What follows belongs to an exercise in optimizing a design on an open flow for small area, a short achievable clock period and few clock cycles per item; a production flow would make more cautious choices. At most, simulation tests tie the RTL to the original design; equivalence was not proved.

// dct8_stream
module dct8_stream #(
    parameter int IN_W        = 8,
    parameter int OUT_W       = 14,
    parameter int LEVEL_SHIFT = 0
) (
    input  logic                    clk,
    input  logic                    rst,
    input  logic                    en,
    input  logic                    in_valid,
    output logic                    in_ready,
    input  logic [IN_W-1:0]         x0,
    input  logic [IN_W-1:0]         x1,
    input  logic [IN_W-1:0]         x2,
    input  logic [IN_W-1:0]         x3,
    input  logic [IN_W-1:0]         x4,
    input  logic [IN_W-1:0]         x5,
    input  logic [IN_W-1:0]         x6,
    input  logic [IN_W-1:0]         x7,
    output logic                    out_valid,
    input  logic                    out_ready,
    output logic signed [OUT_W-1:0] y0,
    output logic signed [OUT_W-1:0] y1,
    output logic signed [OUT_W-1:0] y2,
    output logic signed [OUT_W-1:0] y3,
    output logic signed [OUT_W-1:0] y4,
    output logic signed [OUT_W-1:0] y5,
    output logic signed [OUT_W-1:0] y6,
    output logic signed [OUT_W-1:0] y7
);
    logic sv;             
    logic v2;             
    logic r2, r3;         
    logic acc;
  ...
Size in the first run: about 3,600 cells after synthesis, about 270 flip-flops, ~36,000 um2 of cells after synthesis.
export LEC_CHECK = 0
export ABC_AREA = 1
export CAP_MARGIN = 20
export CORE_MARGIN = 2
export CORE_UTILIZATION = 50
export GPL_ROUTABILITY_DRIVEN = 0
export SLEW_MARGIN = 20
export SYNTH_HIERARCHICAL = 1
create_clock -name core_clock -period 12.0 [get_ports {clk}]
standard.sh (not shown) runs the stock make flow with config.mk's settings and CLKGATE_MAP_FILE= SYNTH_SCRIPT=/design/flow/synth_recipe.tcl, a recipe that flattens the netlist after the stock synthesis.
==> flow/flow/run.sh <==
#!/bin/bash
# Standard ORFS layout, with repair_timing aiming below the clock period and
# plain buffers on the ports.
set -euo pipefail
bash standard.sh SETUP_SLACK_MARGIN=7.6 "BUFFER_PORTS_ARGS=-buffer_cell sky130_fd_sc_hd__buf_2" finish > standard_flow.log 2>&1
The baseline completed without violations.
Testbench counts at the start, summed over its fixed seeds: cycles 1,040, items 1,024.
Next try:
- CORE_UTILIZATION: 50 -> 55
- GPL_ROUTABILITY_DRIVEN: 0 -> unset
Result:
- The changed run went through all stages and came out clean
- critical path depth drops by 6
- design area hardly moves
- routed wire length rose by about 3%
- final cell count shrinks by about 1.7%
- worst setup slack loses 82 ps
- worst hold slack gains 3.3 ps
- area after synthesis is unchanged
- via count came out higher by about 2.2%
Next try:
==> flow/flow/run.sh (replaced) <==
#!/bin/bash
# Standard ORFS layout, with repair_timing aiming below the clock period and
# plain buffers on the ports.
set -euo pipefail
bash standard.sh SETUP_SLACK_MARGIN=7.8 "BUFFER_PORTS_ARGS=-buffer_cell sky130_fd_sc_hd__buf_2" finish > standard_flow.log 2>&1
- CORE_UTILIZATION: 55 -> 50
Register-to-register slack is better by 60 ps.
Global-route usage goes down by 3.0 points.
Wire length goes up by 2.3%.
Final cell count goes up by 6.3%.
Utilization goes down by 1.8 points.
Hold slack is better by 3.3 ps.
Worst setup slack is better by 98 ps.

========
== rev 12 ==
dct8_stream, a different RTL version from the one above (not shown whole).
Size: about 2,900 cells after synthesis, about 270 flip-flops, about 35,000 um2 of cells after synthesis.
clock: 12.0 ns
lec_check: 0
cap_margin: 20
core_margin: 2
core_utilization: 50
slew_margin: 20
synth_hierarchical: 1
==> flow/flow/run.sh <==
#!/bin/bash
# Standard ORFS layout, with repair_timing aiming below the clock period and
# plain buffers on the ports.
set -euo pipefail
bash standard.sh SETUP_SLACK_MARGIN=7 "BUFFER_PORTS_ARGS=-buffer_cell sky130_fd_sc_hd__buf_2" finish > standard_flow.log 2>&1
Rev 12 has completed all stages; timing, DRC and antenna checks passed.
[inputs] rev 13 vs rev 12
==> flow/flow/run.sh <==
#!/bin/bash
# Standard ORFS layout, with repair_timing aiming below the clock period and
# plain buffers on the ports.
set -euo pipefail
bash standard.sh SETUP_SLACK_MARGIN=7.4 "BUFFER_PORTS_ARGS=-buffer_cell sky130_fd_sc_hd__buf_2" finish > standard_flow.log 2>&1
## What came out
After synthesis and placement, the instance count of rev 13 is above that of rev 12. Per the comparison of rev 13 with rev 12, largest driver fanout on the critical path down 2, non-clock buffer count up about 23%. Compared with rev 12, in rev 13 number of detailed-routing iterations run before antenna repair went down by 1, via count went up by 268, worst setup slack went up by 0.35 ns.
Function was not checked in any run of this note: the RTL went through the layout flow alone.

========
run A:
dct8_stream, a different RTL version from the one above (not shown whole).
For scale: roughly 2900 cells after synthesis, ~270 flip-flops, roughly 180 I/O pins, about 0.035 mm2 of cells after synthesis.
export LEC_CHECK = 0
export CAP_MARGIN = 20
export CORE_MARGIN = 2
export CORE_UTILIZATION = 50
export SLEW_MARGIN = 20
export SYNTH_HIERARCHICAL = 1
export TNS_END_PERCENT = 0
create_clock -name core_clock -period 12.0 [get_ports {clk}]
==> flow/flow/run.sh <==
#!/bin/bash
# Standard ORFS layout, with repair_timing aiming below the clock period and
# plain buffers on the ports.
set -euo pipefail
bash standard.sh SETUP_SLACK_MARGIN=7.4 "BUFFER_PORTS_ARGS=-buffer_cell sky130_fd_sc_hd__buf_2" finish > standard_flow.log 2>&1
Testbench counts of run A, summed over its fixed seeds: cycles 1,040, items 1,024.
Here is what was changed in the inputs of run B compared with run A.
diff --git a/flow/config.mk b/flow/config.mk
--- a/flow/config.mk
+++ b/flow/config.mk
@@ -7,2 +7,3 @@
 export LEC_CHECK = 0
+export ABC_AREA = 1
 export CAP_MARGIN = 20
@@ -12,2 +13 @@
 export SYNTH_HIERARCHICAL = 1
-export TNS_END_PERCENT = 0
- Between run A and run B, the total buffers and inverters traversed by the critical path is lower for run A.
- Run B against run A; wire length on met3 is down by more than 10%.
- Compared with run A, highest achievable clock rate in run B increased by a few percent.
- Run B | stages: all done | timing, DRC, antenna: all pass
- On area fraction in and, or, nand and nor cells after synthesis: run B sits above run A.
Changes in run C relative to run B:
==> flow/flow/run.sh <==
#!/bin/bash
# Standard ORFS layout, with repair_timing aiming below the clock period and
# plain buffers on the ports.
set -euo pipefail
bash standard.sh SETUP_SLACK_MARGIN=7.7 "BUFFER_PORTS_ARGS=-buffer_cell sky130_fd_sc_hd__buf_2" finish > standard_flow.log 2>&1
diff --git a/flow/config.mk b/flow/config.mk
--- a/flow/config.mk
+++ b/flow/config.mk
@@ -7,3 +7,2 @@
 export LEC_CHECK = 0
-export ABC_AREA = 1
 export CAP_MARGIN = 20
==> summary.txt <==
All of run C and run B finish clean.
Compared with run B, in run C met1 global-route usage grew by 0.35 points, total placed cells including tap cells shrank by 18%, worst setup slack shrank by 0.23 ns, area after synthesis shrank by 3.1%.
NOTE: multi-input combinational area share in run C falls short of that of run B
Changes in run D relative to run C:
==> flow/flow/run.sh <==
#!/bin/bash
# Standard ORFS layout, with repair_timing aiming below the clock period and
# plain buffers on the ports.
set -euo pipefail
bash standard.sh SETUP_SLACK_MARGIN=7.6 "BUFFER_PORTS_ARGS=-buffer_cell sky130_fd_sc_hd__buf_2" finish > standard_flow.log 2>&1
diff --git a/flow/config.mk b/flow/config.mk
--- a/flow/config.mk
+++ b/flow/config.mk
@@ -7,2 +7,3 @@
 export LEC_CHECK = 0
+export ABC_AREA = 1
 export CAP_MARGIN = 20
[summary]
- Changes observed in run D relative to run C: synthesized cell count grew by about 30%, routed wire length per instance decreased 4.2 um.
- Post-place setup slack in run D is 0.35 ns above run C.
Input changes introduced in run E (baseline for comparison: run D):
==> flow/flow/run.sh <==
#!/bin/bash
# Standard ORFS layout, with repair_timing aiming below the clock period and
# plain buffers on the ports.
set -euo pipefail
bash standard.sh SETUP_SLACK_MARGIN=7.0 "BUFFER_PORTS_ARGS=-buffer_cell sky130_fd_sc_hd__buf_2" finish > standard_flow.log 2>&1
diff --git a/flow/config.mk b/flow/config.mk
--- a/flow/config.mk
+++ b/flow/config.mk
@@ -7,3 +7,2 @@
 export LEC_CHECK = 0
-export ABC_AREA = 1
 export CAP_MARGIN = 20
@@ -13 +12,2 @@
 export SYNTH_HIERARCHICAL = 1
+export TNS_END_PERCENT = 0
Findings:
Between run E and run D, it is run E whose worst setup slack is lower, by 0.46 ns. Re length of routed wiring on met1: run D and run E aren't equal, and the lower value belongs to run D. What run E reported for detailed-route vias per instance has to be multiplied by 0.899 to get the figure for run D. Between run D and run E, number of antenna violations at the first check in global routing increased. Per the comparison of run E with run D, count of inserted tapcells shows a reduction of about 1%; critical path depth shrank by 2.

-- separate check: timing with driven ports --
The results above use ideal ports. As a check the final layouts listed here were re-extracted and re-timed, cells and wires unchanged. Step 1, drivers: a clkbuf_16 drives clk and a buf_2 each remaining input, both assumed. Step 2 moves the port delays by t, midway between the first and last clock arrival at a register: inputs arrive t later, outputs are due t later. That takes back most of the time a late clock gives input paths. Three values: no drivers, after step 1, after step 2; two values: the first two.
run | shift t [ns] | setup WS [ns] | hold slack, ns | worst register clock-pin slew, ns | cell pins on the clock port's net
the first run of note 1 | 0.622 | 7.683 / 7.623 / 7.167 | 0.481 / 0.481 / 0.481 | 0.06 / 0.06 | 1
the second run of note 1 | 0.619 | 7.601 / 7.538 / 7.192 | 0.485 / 0.485 / 0.485 | 0.07 / 0.07 | 1
the third run of note 1 | 0.627 | 7.700 / 7.687 / 7.333 | 0.488 / 0.488 / 0.488 | 0.06 / 0.06 | 1
rev 12 | 0.621 | 7.071 / 7.071 / 6.869 | 0.501 / 0.501 / 0.501 | 0.06 / 0.06 | 1
rev 13 | 0.623 | 7.418 / 7.418 / 6.877 | 0.500 / 0.500 / 0.500 | 0.06 / 0.06 | 1
run A | 0.620 | 7.283 / 7.283 / 6.810 | 0.497 / 0.497 / 0.497 | 0.07 / 0.07 | 1
run B | 0.626 | 7.552 / 7.547 / 7.253 | 0.478 / 0.478 / 0.478 | 0.07 / 0.07 | 1
run C | 0.627 | 7.327 / 7.327 / 7.115 | 0.498 / 0.498 / 0.498 | 0.07 / 0.07 | 1
run D | 0.635 | 7.531 / 7.531 / 7.262 | 0.488 / 0.488 / 0.488 | 0.07 / 0.07 | 1
run E | 0.619 | 7.070 / 7.070 / 6.863 | 0.500 / 0.500 / 0.500 | 0.06 / 0.06 | 1
After both steps setup and hold are still met in every run listed. The setup slack of rev 13, which loses most, moves by 0.000 ns with the drivers and by -0.541 ns with both steps.
